What follows belongs to an exercise in optimizing a design on an open flow for small area; a production flow would make more cautious choices.
RTL that was checked went through simulation tests only; none was proved equivalent to the original.
Power and IR drop assume default switching activity.

==> inputs of delta <==
Design sid_synth_top, start of the top module:
module sid_synth_top (
    input  wire logic       clk,
    input  wire logic       rst_n,
    input  wire logic       spi_clk,
    input  wire logic       spi_cs_n,
    input  wire logic       spi_mosi,
    output logic      [9:0] sample,
    output logic            sample_valid
);
    logic [3:0][15:0] freq,    freq_nx;
    logic [3:0][7:0]  pw,      pw_nx;
    logic [3:0][7:0]  attack,  attack_nx;
    logic [3:0][7:0]  sustain, sustain_nx;
    logic [3:0][3:0]  wave,    wave_nx;
    logic [1:0][7:0]  lvl_s;
    logic [1:0][7:0]  lvl_c;
    logic [1:0]       lvl_c8;
    logic             step_a;
    logic             step_b;
    spi_voice_regs #(
        .NUM_VOICES (4)
    ) u_regs (
        .clk        (clk),
        .rst_n      (rst_n),
        .spi_clk    (spi_clk),
        .spi_cs_n   (spi_cs_n),
        .spi_mosi   (spi_mosi),
        .freq       (freq),
        .pw         (pw),
        .attack     (attack),
        .sustain    (sustain),
        .wave       (wave),
        .freq_nx    (freq_nx),
        .pw_nx      (pw_nx),
        .attack_nx  (attack_nx),
        .sustain_nx (sustain_nx),
        .wave_nx    (wave_nx)
    );
    for (genvar k = 0; k < 2; k++) begin : g_pair
        sid_voice u_pair (
            .clk       (clk),
            .rst_n     (rst_n),
            .step_a    (step_a),
            .step_b    (step_b),
            .freq_a    (freq_nx[2*k]),
            .freq_b    (freq[2*k+1]),
            .pw_a      (pw_nx[2*k]),
            .pw_b      (pw[2*k+1]),
            .attack_a  (attack_nx[2*k]),
  ...
==> module sid_voice, before the edit <==
module sid_voice (
    input  wire logic        clk,
    input  wire logic        rst_n,
    input  wire logic        step_a,
    input  wire logic        step_b,
    input  wire logic [15:0] freq_a,
    input  wire logic [15:0] freq_b,
    input  wire logic [7:0]  pw_a,
    input  wire logic [7:0]  pw_b,
    input  wire logic [7:0]  attack_a,
    input  wire logic [7:0]  attack_b,
    input  wire logic [7:0]  sustain_a,
    input  wire logic [7:0]  sustain_b,
    input  wire logic [3:0]  wave_a,
    input  wire logic [3:0]  wave_b,
    output logic      [7:0]  lvl_s,
    output logic      [7:0]  lvl_c,
    output logic             lvl_c8
);
    logic [23:0] phase_a, phase_b;
    logic [2:0]  st_a, st_b;
    logic [7:0]  env_a, env_b;
    logic [15:0] f;
    logic [23:0] phase_nxt;
    assign f = (freq_a & {16{step_a}}) | (freq_b & {16{step_b}});
    always_comb begin
        logic c;
        logic fi;
        c = 1'b0;
        for (int i = 0; i < 24; i++) begin
            fi = (i < 16) ? f[i % 16] : 1'b0;
            phase_nxt[i] = phase_a[i] ^ fi ^ c;
            c = (phase_a[i] & fi) | (c & (phase_a[i] ^ fi));
        end
    end
    logic       step;
    logic [7:0] attack;
    logic [7:0] sustain;
    logic       gate;
    logic [2:0] st_nxt;
    logic [7:0] env_nxt;
    assign step    = step_a | step_b;
    assign attack  = step_a ? attack_a : attack_b;
    assign sustain = step_a ? sustain_a : sustain_b;
    assign gate    = step_a ? wave_a[synth_pkg::W_GATE] : wave_b[synth_pkg::W_GATE];
    sid_env u_env (
        .step    (step),
        .attack  (attack),
        .sustain (sustain),
        .gate    (gate),
        .st      (st_a),
        .env     (env_a),
        .st_nxt  (st_nxt),
        .env_nxt (env_nxt)
    );
    always_ff @(posedge clk or negedge rst_n) begin
        if (!rst_n) begin
            phase_a <= '0;
            phase_b <= '0;
            st_a    <= synth_pkg::IDLE;
            st_b    <= synth_pkg::IDLE;
            env_a   <= '0;
            env_b   <= '0;
        end else begin
            phase_a <= phase_b;
            phase_b <= phase_nxt;
            st_a    <= st_b;
            st_b    <= st_nxt;
            env_a   <= env_b;
            env_b   <= env_nxt;
        end
    end
    logic [7:0] pw;
    logic [3:0] wave;
    logic [7:0] p;
    logic       lt;
    logic       on;
    logic [7:0] tri_val;
    logic [7:0] w;
    assign pw   = step_b ? pw_a : pw_b;
    assign wave = step_b ? wave_a : wave_b;
    assign p    = phase_b[23:16];
    always_comb begin
        logic l;
        l = 1'b0;
        for (int i = 0; i < 8; i++) begin
            l = (~p[i] & pw[i]) | (~p[i] & l) | (pw[i] & l);
        end
        lt = l;
    end
    assign on      = (wave[synth_pkg::W_SAW] | wave[synth_pkg::W_TRI] | wave[synth_pkg::W_PULSE]) &
                     (!wave[synth_pkg::W_PULSE] | lt);
    assign tri_val = {p[6:0], 1'b0} ^ {8{p[7]}};
    assign w       = (wave[synth_pkg::W_SAW] ? p : 8'hFF) & (wave[synth_pkg::W_TRI] ? tri_val : 8'hFF) &
                     {8{on}};
    logic [7:0] hi_s;
    logic [7:0] hi_c;
    logic       c8;
    sid_mul_cs u_mul (
        .w    (w),
        .e    (env_b),
        .hi_s (hi_s),
        .hi_c (hi_c),
        .c8   (c8)
    );
    always_ff @(posedge clk) begin
        lvl_s  <= hi_s;
        lvl_c  <= hi_c;
        lvl_c8 <= c8;
    end
endmodule
Settings: LEC_CHECK=0, CAP_MARGIN=20, CORE_MARGIN=2, CORE_UTILIZATION=40, SLEW_MARGIN=20; clock period 8.0 ns.
run.sh (not shown) runs the stock make flow with config.mk's settings and CLKGATE_MAP_FILE= SYNTH_SCRIPT=/design/flow/synth_recipe.tcl, a recipe that flattens the netlist after the stock synthesis.
==> maple (differences from delta) <==
--- a/flow/design.v
+++ b/flow/design.v
@@ -152,2 +152,4 @@
     logic [23:0] phase_nxt;
+    logic        c16;
+    logic [7:0]  hi_inc;
     assign f = (freq_a & {16{step_a}}) | (freq_b & {16{step_b}});
@@ -155,10 +157,15 @@
         logic c;
-        logic fi;
         c = 1'b0;
-        for (int i = 0; i < 24; i++) begin
-            fi = (i < 16) ? f[i % 16] : 1'b0;
-            phase_nxt[i] = phase_a[i] ^ fi ^ c;
-            c = (phase_a[i] & fi) | (c & (phase_a[i] ^ fi));
+        for (int i = 0; i < 16; i++) begin
+            phase_nxt[i] = phase_a[i] ^ f[i] ^ c;
+            c = (phase_a[i] & f[i]) | (c & (phase_a[i] ^ f[i]));
+        end
+        c16 = c;
+        c = 1'b1;
+        for (int i = 0; i < 8; i++) begin
+            hi_inc[i] = phase_a[16 + i] ^ c;
+            c = phase_a[16 + i] & c;
         end
     end
+    assign phase_nxt[23:16] = c16 ? hi_inc : phase_a[23:16];
     logic       step;
==> ember (differences from delta) <==
--- a/flow/design.v
+++ b/flow/design.v
@@ -152,2 +152,4 @@
     logic [23:0] phase_nxt;
+    logic        c16;
+    logic [7:0]  hi_inc;
     assign f = (freq_a & {16{step_a}}) | (freq_b & {16{step_b}});
@@ -155,10 +157,15 @@
         logic c;
-        logic fi;
         c = 1'b0;
-        for (int i = 0; i < 24; i++) begin
-            fi = (i < 16) ? f[i % 16] : 1'b0;
-            phase_nxt[i] = phase_a[i] ^ fi ^ c;
-            c = (phase_a[i] & fi) | (c & (phase_a[i] ^ fi));
+        for (int i = 0; i < 16; i++) begin
+            phase_nxt[i] = phase_a[i] ^ f[i] ^ c;
+            c = (phase_a[i] & f[i]) | (c & (phase_a[i] ^ f[i]));
+        end
+        c16 = c;
+        c = 1'b1;
+        for (int i = 0; i < 8; i++) begin
+            hi_inc[i] = phase_a[16 + i] ^ c;
+            c = phase_a[16 + i] & c;
         end
     end
+    assign phase_nxt[23:16] = c16 ? hi_inc : phase_a[23:16];
     logic       step;
- CTS_BUF_LIST: default -> sky130_fd_sc_hd__clkbuf_8
- CTS_CLUSTER_DIAMETER: default -> 60
- CTS_CLUSTER_SIZE: default -> 16
==> indigo (differences from delta) <==
--- a/flow/design.v
+++ b/flow/design.v
@@ -152,2 +152,4 @@
     logic [23:0] phase_nxt;
+    logic        c16;
+    logic [7:0]  hi_inc;
     assign f = (freq_a & {16{step_a}}) | (freq_b & {16{step_b}});
@@ -155,10 +157,15 @@
         logic c;
-        logic fi;
         c = 1'b0;
-        for (int i = 0; i < 24; i++) begin
-            fi = (i < 16) ? f[i % 16] : 1'b0;
-            phase_nxt[i] = phase_a[i] ^ fi ^ c;
-            c = (phase_a[i] & fi) | (c & (phase_a[i] ^ fi));
+        for (int i = 0; i < 16; i++) begin
+            phase_nxt[i] = phase_a[i] ^ f[i] ^ c;
+            c = (phase_a[i] & f[i]) | (c & (phase_a[i] ^ f[i]));
+        end
+        c16 = c;
+        c = 1'b1;
+        for (int i = 0; i < 8; i++) begin
+            hi_inc[i] = phase_a[16 + i] ^ c;
+            c = phase_a[16 + i] & c;
         end
     end
+    assign phase_nxt[23:16] = c16 ? hi_inc : phase_a[23:16];
     logic       step;
==> flow/flow/run.sh (new file) <==
#!/bin/bash
# Layout flow: the standard flow, with Yosys's synth run without its
# quick ABC pass (SYNTH_ARGS=-noabc). The adders are then extracted from
# the design's own gate structure; the final technology mapping by ABC
# and every later step are the standard ones. Registers are unchanged.
set -euo pipefail
bash standard.sh SYNTH_ARGS=-noabc finish > standard_flow.log 2>&1
==> flow/standard.sh (new file) <==
#!/bin/bash
# synth_recipe.tcl (not shown) runs the flow's synth.tcl, then flattens the netlist and writes it again
# the make line also repeats each setting of config.mk as NAME=value (left out here)
make -C /OpenROAD-flow-scripts/flow DESIGN_CONFIG=/design/flow/config.mk WORK_HOME=/design/flow/orfs CLKGATE_MAP_FILE= SYNTH_SCRIPT=/design/flow/synth_recipe.tcl "${@:-finish}"
- CAP_MARGIN: 20 -> 0
- CORE_UTILIZATION: 40 -> 60
- CTS_BUF_LIST: default -> sky130_fd_sc_hd__clkbuf_8
- CTS_CLUSTER_DIAMETER: default -> 60
- CTS_CLUSTER_SIZE: default -> 16
- SLEW_MARGIN: 20 -> 0
removed: flow/run.sh
==> comparison table <==
                                                                                                         delta                         maple                         ember                        indigo
Status                                                                                           failed layout checks  no timing/DRC/antenna violations  no timing/DRC/antenna violations  no timing/DRC/antenna violations
Violated checks                                                                                     setup timing                             -                             -                             -
TritonCTS buffer count                                                                                        45                            45                            36                            35
Clock power share                                                                                          50.5%                         49.3%                         38.0%                         36.8%
Number of ordinary inverters in the final layout                                                             219                           202                           202                            51
Number of distinct library cell variants in the gate-level netlist after synthesis                            98                            90                            90                           109
Die height                                                                                                233 um                        232 um                        232 um                        188 um
Routed metal-1 wirelength                                                                               21100 um                      20500 um                      20700 um                      20200 um
Maximum VDD drop                                                                                          200 uV                        122 uV                        101 uV                        187 uV
Proportion of total power due to net switching                                                             21.1%                         21.6%                         23.7%                         23.1%
Origin of the worst setup path                                                                      u_regs.rx[8]                  u_regs.rx[8]                  u_regs.rx[8]                  u_regs.rx[7]
Nets@finish                                                                                                 2034                          2001                          1991                          1809
Mapped cell area                                                                                       20900 um2                     20800 um2                     20800 um2                     20200 um2
Worst endpoint data arrival time                                                                         8.66 ns                       8.18 ns                       8.23 ns                       8.33 ns
R2r endpoint                                                                        g_pair[0].u_pair.phase_b[23]  g_pair[0].u_pair.phase_b[22]  g_pair[0].u_pair.phase_b[22]  g_pair[0].u_pair.phase_b[17]
The RTL of delta was laid out without a check of its function.

## static timing again, ports no longer ideal
In the flow no input, the clock included, has a driving cell. The finished layouts below were timed again as built, in two steps. Step 1 (the two cells are an assumption about what drives the block):
set clk [get_ports {clk}]
set_driving_cell -lib_cell sky130_fd_sc_hd__clkbuf_16 $clk
set_driving_cell -lib_cell sky130_fd_sc_hd__buf_2 [delete_from_list [all_inputs] $clk]
Step 2 also shifts input and output timing later by t, the mid clock arrival at the registers, as if the neighbouring blocks saw the same clock. Three values: ideal ports, drivers, drivers and shift; two values: the first two.
| run | t (ns) | setup slack, ns | hold WS [ns] | latest minus earliest clock arrival (ns) | slew at the worst register clock pin (ns) |
|---|---|---|---|---|---|
| delta | 0.615 | -0.175 / -0.175 / -0.175 | 0.325 / 0.325 / 0.325 | 0.010 / 0.009 | 0.06 / 0.06 |
| maple | 0.625 | 0.270 / 0.270 / 0.270 | 0.344 / 0.344 / 0.344 | 0.022 / 0.022 | 0.07 / 0.07 |
| ember | 0.651 | 0.265 / 0.265 / 0.265 | 0.344 / 0.344 / 0.344 | 0.045 / 0.045 | 0.11 / 0.11 |
| indigo | 0.628 | 0.132 / 0.132 / 0.132 | 0.348 / 0.348 / 0.348 | 0.032 / 0.032 | 0.11 / 0.11 |
